Context: an optimization exercise on an open-source flow, tuned for small area. The choices shown serve that exercise and are no tape-out recipe.
In this exercise RTL edits were held to simulation tests only and were not proved equivalent to the original.
The clock input has no modelled driver; a real chip could not lean on it and would need a root buffer or a full tree.
Power is estimated from default activity; no workload was simulated.

v58:
## vga_top
module vga_top (
    input  wire logic   pixelclk,
    input  wire logic   rst,
    output logic [2:0]  rgb,         
    output logic        hsync,
    output logic        vsync
);
Settings: LEC_CHECK=0, CAP_MARGIN=20, CORE_MARGIN=2, CORE_UTILIZATION=40, PLACE_DENSITY=0.92, SLEW_MARGIN=20, RECOVER_POWER=100, BUFFER_PORTS_ARGS=-buffer_cell sky130_fd_sc_hd__buf_1; clock period 15.0 ns.
standard.sh (not shown) runs the stock make flow with config.mk's settings and CLKGATE_MAP_FILE= SYNTH_SCRIPT=/design/flow/synth_recipe.tcl, a recipe that flattens the netlist after the stock synthesis.
==> flow/flow/run.sh <==
#!/bin/bash
# Layout flow:
#  1. the standard synthesis (standard.sh synth), unchanged;
#  2. the combinational logic of its netlist re-mapped for area with ABC's
#     default liberty flow (reabc.tcl); flip-flops, their names and cell types
#     are kept exactly as the standard synthesis made them;
#  3. standard ORFS floorplan and placement, with the smallest buffer on the
#     ports;
#  4. a flat clock tree (cts.tcl) instead of TritonCTS: the clock port drives
#     three clkbuf_16 (four if the estimated slew at the flip-flops is over
#     110 ps with both ways of grouping them), each at the centre of its
#     group of flip-flops;
#  5. standard ORFS routing and finishing, with power recovery (downsizing of
#     non-critical gates) after global routing.
# Each tool's output goes to a log file in this folder.
set -euo pipefail
cat >> config.mk <<'EOF'
export RECOVER_POWER = 100
export BUFFER_PORTS_ARGS = -buffer_cell sky130_fd_sc_hd__buf_1
EOF
R=orfs/results/sky130hd/vga_top/base
bash standard.sh synth > synth.log 2>&1
cp $R/1_2_yosys.v std_1_2_yosys.v
export LIBFILE=$FLOW_HOME/platforms/sky130hd/lib/sky130_fd_sc_hd__tt_025C_1v80.lib
export FFCELLS=flow/ffcells.txt
export IN_V=std_1_2_yosys.v
export OUT_V=$R/1_2_yosys.v
export DONT_USE_ARGS="$(sed -n '/DONT_USE_CELLS/,/^$/p' $FLOW_HOME/platforms/sky130hd/config.mk | grep -o 'sky130_fd_sc_hd__[a-z0-9_]*' | sed 's/^/-dont_use /' | tr '\n' ' ')"
yosys -c flow/reabc.tcl > reabc.log 2>&1
rm -f $R/1_synth.odb $R/1_synth.sdc
bash standard.sh place > place.log 2>&1
for try in 3:0 3:20 4:0; do
  n=${try%:*}; k=${try#*:}
  IN_DB=$R/3_place.odb IN_SDC=$R/3_place.sdc OUT_DB=$R/4_1_cts.odb OUT_SDC=$R/4_cts.sdc \
    CTS_NBUF=$n CTS_KMEANS_ROUNDS=$k CTS_BUFCELL=sky130_fd_sc_hd__clkbuf_16 \
    openroad -no_init -exit flow/cts.tcl > cts_${n}_$k.log 2>&1
  slew=$(sed -n 's/^CTS_WORST_SLEW //p' cts_${n}_$k.log)
  if [ -n "$slew" ] && awk -v s="$slew" 'BEGIN { exit !(s <= 0.110) }'; then break; fi
done
bash standard.sh finish > finish.log 2>&1
==> flow/flow/cts.tcl <==
# Clock tree: the clock port drives CTS_NBUF clock buffers directly, each placed
# at the centre of a group of nearby flip-flops and driving that group's clock
# pins. Groups are made by splitting the flip-flops at the median x, then each
# half at the median y (and so on), so they are compact and equal in size.
set platform $::env(FLOW_HOME)/platforms/sky130hd
read_liberty $platform/lib/sky130_fd_sc_hd__tt_025C_1v80.lib
read_db $::env(IN_DB)
read_sdc $::env(IN_SDC)
source $platform/setRC.tcl

set nbuf $::env(CTS_NBUF)
set bufcell $::env(CTS_BUFCELL)
set block [ord::get_db_block]
set clknet [$block findNet pixelclk]
set sinks {}
foreach it [$clknet getITerms] {
  set inst [$it getInst]
  lappend sinks [list $it [lindex [$inst getLocation] 0] [lindex [$inst getLocation] 1]]
}
puts "clock sinks: [llength $sinks]"

proc split_groups {items n axis} {
  if {$n <= 1} { return [list $items] }
  set idx [expr {$axis == 0 ? 1 : 2}]
  set sorted [lsort -integer -index $idx $items]
  set n1 [expr {$n / 2}]
  set cut [expr {int(round([llength $sorted] * double($n1) / $n))}]
  set a [lrange $sorted 0 [expr {$cut - 1}]]
  set b [lrange $sorted $cut end]
  return [concat [split_groups $a $n1 [expr {1 - $axis}]] [split_groups $b [expr {$n - $n1}] [expr {1 - $axis}]]]
}

set groups [split_groups $sinks $nbuf 0]
# optionally refine the groups with rounds of k-means (nearest centre)
for {set iter 0} {$iter < $::env(CTS_KMEANS_ROUNDS)} {incr iter} {
  set cents {}
  foreach g $groups {
    set sx 0; set sy 0
    foreach s $g { set sx [expr {$sx + [lindex $s 1]}]; set sy [expr {$sy + [lindex $s 2]}] }
    lappend cents [list [expr {$sx / [llength $g]}] [expr {$sy / [llength $g]}]]
  }
  set new {}
  for {set k 0} {$k < $nbuf} {incr k} { lappend new {} }
  foreach s $sinks {
    set best 0; set bd 1e30
    for {set k 0} {$k < $nbuf} {incr k} {
      set c [lindex $cents $k]
      set d [expr {abs([lindex $s 1] - [lindex $c 0]) + abs([lindex $s 2] - [lindex $c 1])}]
      if {$d < $bd} { set bd $d; set best $k }
    }
    lset new $best [concat [lindex $new $best] [list $s]]
  }
  set ok 1
  foreach g $new { if {[llength $g] == 0} { set ok 0 } }
  if {!$ok} { break }
  set groups $new
}
set master [[ord::get_db] findMaster $bufcell]
set i 0
foreach g $groups {
  set sx 0; set sy 0
  foreach s $g { set sx [expr {$sx + [lindex $s 1]}]; set sy [expr {$sy + [lindex $s 2]}] }
  set cx [expr {int($sx / [llength $g])}]
  set cy [expr {int($sy / [llength $g])}]
  set inst [odb::dbInst_create $block $master "clkbuf_leaf_$i"]
  set net [odb::dbNet_create $block "clknet_leaf_$i"]
  $net setSigType CLOCK
  $inst setLocation $cx $cy
  $inst setPlacementStatus PLACED
  [$inst findITerm A] connect $clknet
  [$inst findITerm X] connect $net
  foreach s $g {
    set it [lindex $s 0]
    $it disconnect
    $it connect $net
  }
  puts "group $i: [llength $g] sinks at ($cx, $cy)"
  incr i
}

set_propagated_clock [all_clocks]
detailed_placement
estimate_parasitics -placement
report_clock_skew
report_worst_slack -min
report_worst_slack -max
repair_timing -hold -verbose
detailed_placement
check_placement -verbose
estimate_parasitics -placement
report_clock_skew
report_worst_slack -min
report_worst_slack -max
set worst 0
foreach pin [get_pins -hierarchical */CLK] { set s [get_property $pin slew_max]; if {$s > $worst} {set worst $s} }
puts "worst flip-flop clock pin slew (placement parasitics): $worst"
puts "CTS_WORST_SLEW $worst"
write_db $::env(OUT_DB)
write_sdc $::env(OUT_SDC)
==> flow/flow/reabc.tcl <==
# Re-map the combinational logic of the standard synthesis netlist with an
# area-oriented ABC script (the clock is relaxed, so ORFS's delay-oriented
# script spends area for nothing). Flip-flop instances, their names and cell
# types are kept exactly as the standard synthesis made them.
yosys -import
set lib $::env(LIBFILE)
read_liberty -ignore_miss_func $lib
foreach c [split [string trim [exec cat $::env(FFCELLS)]]] { blackbox $c }
read_verilog $::env(IN_V)
hierarchy -top vga_top
flatten
opt_clean -purge
techmap
opt -purge
abc -script {+strash;dc2;&get,-n;&dch,-f;&nf,-a,-R,1000,-F,10,-A,10;&put} -liberty $lib {*}$::env(DONT_USE_ARGS)
opt_clean -purge
hilomap -singleton -hicell sky130_fd_sc_hd__conb_1 HI -locell sky130_fd_sc_hd__conb_1 LO
splitnets
opt_clean -purge
insbuf -buf sky130_fd_sc_hd__buf_4 A X
stat -liberty $lib
write_verilog -noattr -nohex -nodec -selected $::env(OUT_V)
Other scripts of this flow, unchanged in this note and not shown: flow/flow/ffcells.txt
Per the final summary, v58 finished and its layout is clean on timing, DRC and antenna.
#### Input delta (v52 over v58)
- PLACE_DENSITY: 0.92 -> unset
-- flow/flow/reabc.tcl --
<<< v58, line 15
abc -script {+strash;dc2;&get,-n;&dch,-f;&nf,-a,-R,1000,-F,10,-A,10;&put} -liberty $lib {*}$::env(DONT_USE_ARGS)
>>> v52, line 15
abc -script {+strash;dc2;&get,-n;&dch,-f;&nf,-a,-R,1000;&put} -liberty $lib {*}$::env(DONT_USE_ARGS)
## What came out
Of v52 and v58, v52 shows the higher post-placement setup slack, with v58 below it. Of v52 and v58, v58 shows the lower net count after synthesis, with v52 above it. v52 vs v58, capturing instance or port of the critical path: rgb[0] vs rgb[2]. Going from v58 to v52, power per cell area went down; register share of total power grew by 0.2 points; sequential share of layout area comparable. v52 vs v58 — cell area after layout rose 0.36%. In v52 the detailed-route via count turned out about 2.3% lower than in v58. Summary of v52 over v58: final setup slack of the worst path increased 0.47 ns; critical path's largest stage delay lost 0.09 ns; fmax now sits higher.
Modified inputs, v9 compared to v52
- PLACE_DENSITY now 0.75, previously not set
-- flow/flow/reabc.tcl --
<<< v52, line 15
abc -script {+strash;dc2;&get,-n;&dch,-f;&nf,-a,-R,1000;&put} -liberty $lib {*}$::env(DONT_USE_ARGS)
>>> v9, line 15
abc -script {+strash;dc2;&get,-n;&dch,-f;&nf,-a,-R,1000,-F,10,-A,10;&put} -liberty $lib {*}$::env(DONT_USE_ARGS)
Notes after the runs:
Number of global-route vias before repair (v9 over v52): decrease, about 2.8%
Met1 track demand over resource in global routing: v9 > v52
Per the comparison of v9 with v52, worst-case clock skew level; worst setup slack shows a reduction of 0.45 ns.
Summary of v9 over v52: via count shows a reduction of 38; wire length went down; routed metal-1 wirelength lower; design area fell 24 um2; total track usage saw a decrease.
For the global placement routability congestion, v9 came in 0.013 higher than v52 did.
Changes in v1 relative to v9:
- removing PLACE_DENSITY (formerly 0.75)
-- flow/flow/run.sh --
<<< v9, line 10
#     three clkbuf_16 (four if the estimated slew at the flip-flops is over
#     110 ps with both ways of grouping them), each at the centre of its
#     group of flip-flops;
>>> v1, line 10
#     three clkbuf_16, each at the centre of a third of the flip-flops;
<<< v9, line 32
for try in 3:0 3:20 4:0; do
  n=${try%:*}; k=${try#*:}
  IN_DB=$R/3_place.odb IN_SDC=$R/3_place.sdc OUT_DB=$R/4_1_cts.odb OUT_SDC=$R/4_cts.sdc \
    CTS_NBUF=$n CTS_KMEANS_ROUNDS=$k CTS_BUFCELL=sky130_fd_sc_hd__clkbuf_16 \
    openroad -no_init -exit flow/cts.tcl > cts_${n}_$k.log 2>&1
  slew=$(sed -n 's/^CTS_WORST_SLEW //p' cts_${n}_$k.log)
  if [ -n "$slew" ] && awk -v s="$slew" 'BEGIN { exit !(s <= 0.110) }'; then break; fi
done
>>> v1, line 30
IN_DB=$R/3_place.odb IN_SDC=$R/3_place.sdc OUT_DB=$R/4_1_cts.odb OUT_SDC=$R/4_cts.sdc \
  CTS_NBUF=3 CTS_BUFCELL=sky130_fd_sc_hd__clkbuf_16 \
  openroad -no_init -exit flow/cts.tcl > cts.log 2>&1
-- flow/flow/cts.tcl --
<<< v9, line 1
# Clock tree: the clock port drives CTS_NBUF clock buffers directly, each placed
>>> v1, line 1
# Clock tree: the clock port drives NBUF clock buffers directly, each placed
<<< v9, line 34
# optionally refine the groups with rounds of k-means (nearest centre)
for {set iter 0} {$iter < $::env(CTS_KMEANS_ROUNDS)} {incr iter} {
  set cents {}
  foreach g $groups {
    set sx 0; set sy 0
    foreach s $g { set sx [expr {$sx + [lindex $s 1]}]; set sy [expr {$sy + [lindex $s 2]}] }
    lappend cents [list [expr {$sx / [llength $g]}] [expr {$sy / [llength $g]}]]
  }
  set new {}
  for {set k 0} {$k < $nbuf} {incr k} { lappend new {} }
  foreach s $sinks {
    set best 0; set bd 1e30
    for {set k 0} {$k < $nbuf} {incr k} {
      set c [lindex $cents $k]
      set d [expr {abs([lindex $s 1] - [lindex $c 0]) + abs([lindex $s 2] - [lindex $c 1])}]
      if {$d < $bd} { set bd $d; set best $k }
    }
    lset new $best [concat [lindex $new $best] [list $s]]
  }
  set ok 1
  foreach g $new { if {[llength $g] == 0} { set ok 0 } }
  if {!$ok} { break }
  set groups $new
}
>>> v1, line 34
<<< v9, line 97
puts "CTS_WORST_SLEW $worst"
>>> v1, line 73
-- flow/flow/reabc.tcl --
<<< v9, line 15
abc -script {+strash;dc2;&get,-n;&dch,-f;&nf,-a,-R,1000,-F,10,-A,10;&put} -liberty $lib {*}$::env(DONT_USE_ARGS)
>>> v1, line 15
abc -script {+strash;dc2;&get,-n;&dch,-f;&nf,-a,-R,1000;&put} -liberty $lib {*}$::env(DONT_USE_ARGS)
Findings:
The residual overflow from global routing was comparable across v1 and v9.
v1 vs v9 — switching power of the nets rose 0.37%.
NOTE final net count v9->v1 increased slightly
In v1, wire length is higher than in v9.
Clock power (v1 over v9): decrease, about 10%
Changes in v42 relative to v1:
- CORE_UTILIZATION changed from 40 to 60
-- flow/flow/reabc.tcl --
<<< v1, line 1
# Re-map the combinational logic of the standard synthesis netlist with an
# area-oriented ABC script (the clock is relaxed, so ORFS's delay-oriented
# script spends area for nothing). Flip-flop instances, their names and cell
>>> v42, line 1
# Re-map the combinational logic of the standard synthesis netlist with ABC's
# default liberty flow (which comes out smaller than ORFS's delay-oriented
# script at this relaxed clock). Flip-flop instances, their names and cell
<<< v1, line 15
abc -script {+strash;dc2;&get,-n;&dch,-f;&nf,-a,-R,1000;&put} -liberty $lib {*}$::env(DONT_USE_ARGS)
>>> v42, line 15
abc -liberty $lib {*}$::env(DONT_USE_ARGS)
[summary]
v42: all stages complete, timing, DRC and antenna checks passed. v1 → v42: first-pass GRT wire length went up by about 6.5%, area of the placeable core fell by about 30%, worst-case setup margin in the final layout increased 0.12 ns. Wire: v42 routes more than v1. For the net count after synthesis, v42 came in 6.8% higher than v1 did.
diff inputs: v42 => v3
- CORE_UTILIZATION now 40, was 60
Findings:
Netlist area before placement: v42 vs v3 identical
Total routing usage reported by global routing is lower on v3
Taking v42 as the reference, in v3 final total power about even; switching part of the total about even.
Measured against each other, v3 and v42 differ in final critical path time including I/O delays and setup, the lower figure coming from v3.
What v42 reported for y dimension of the die has to be multiplied by 1.2 to get the figure for v3.
v42 has a lower final worst slack than v3.
No run of this note takes its clock network from TritonCTS; it comes from the design's own scripts or RTL.

==> static timing again, ports no longer ideal <==
The results above use ideal ports. As a check the final layouts listed here were re-extracted and re-timed, cells and wires unchanged. Step 1 (the two cells are an assumption about what drives the block):
set clk [get_ports {pixelclk}]
set_driving_cell -lib_cell sky130_fd_sc_hd__clkbuf_16 $clk
set_driving_cell -lib_cell sky130_fd_sc_hd__buf_2 [delete_from_list [all_inputs] $clk]
Step 2 also shifts input and output timing later by t, the mid clock arrival at the registers, as if the neighbouring blocks saw the same clock. Slacks: no drivers / after step 1 / after step 2; pairs: no drivers / after step 1.
| run | t (ns) | slack for setup (ns) | worst hold slack (ns) | latest minus earliest clock arrival (ns) |
|---|---|---|---|---|
| v58 | 0.229 | 2.965 / 2.887 / 3.117 | 0.326 / 0.327 / 0.327 | 0.013 / 0.013 |
| v52 | 0.233 | 3.431 / 3.350 / 3.583 | 0.331 / 0.331 / 0.331 | 0.012 / 0.012 |
| v9 | 0.231 | 2.979 / 2.899 / 3.131 | 0.330 / 0.330 / 0.330 | 0.011 / 0.011 |
| v1 | 0.238 | 3.419 / 3.351 / 3.589 | 0.336 / 0.336 / 0.336 | 0.021 / 0.021 |
| v42 | 0.231 | 3.535 / 3.471 / 3.702 | 0.311 / 0.311 / 0.311 | 0.023 / 0.023 |
| v3 | 0.232 | 3.547 / 3.481 / 3.713 | 0.328 / 0.328 / 0.328 | 0.011 / 0.012 |
After both steps every run listed still meets setup and hold.
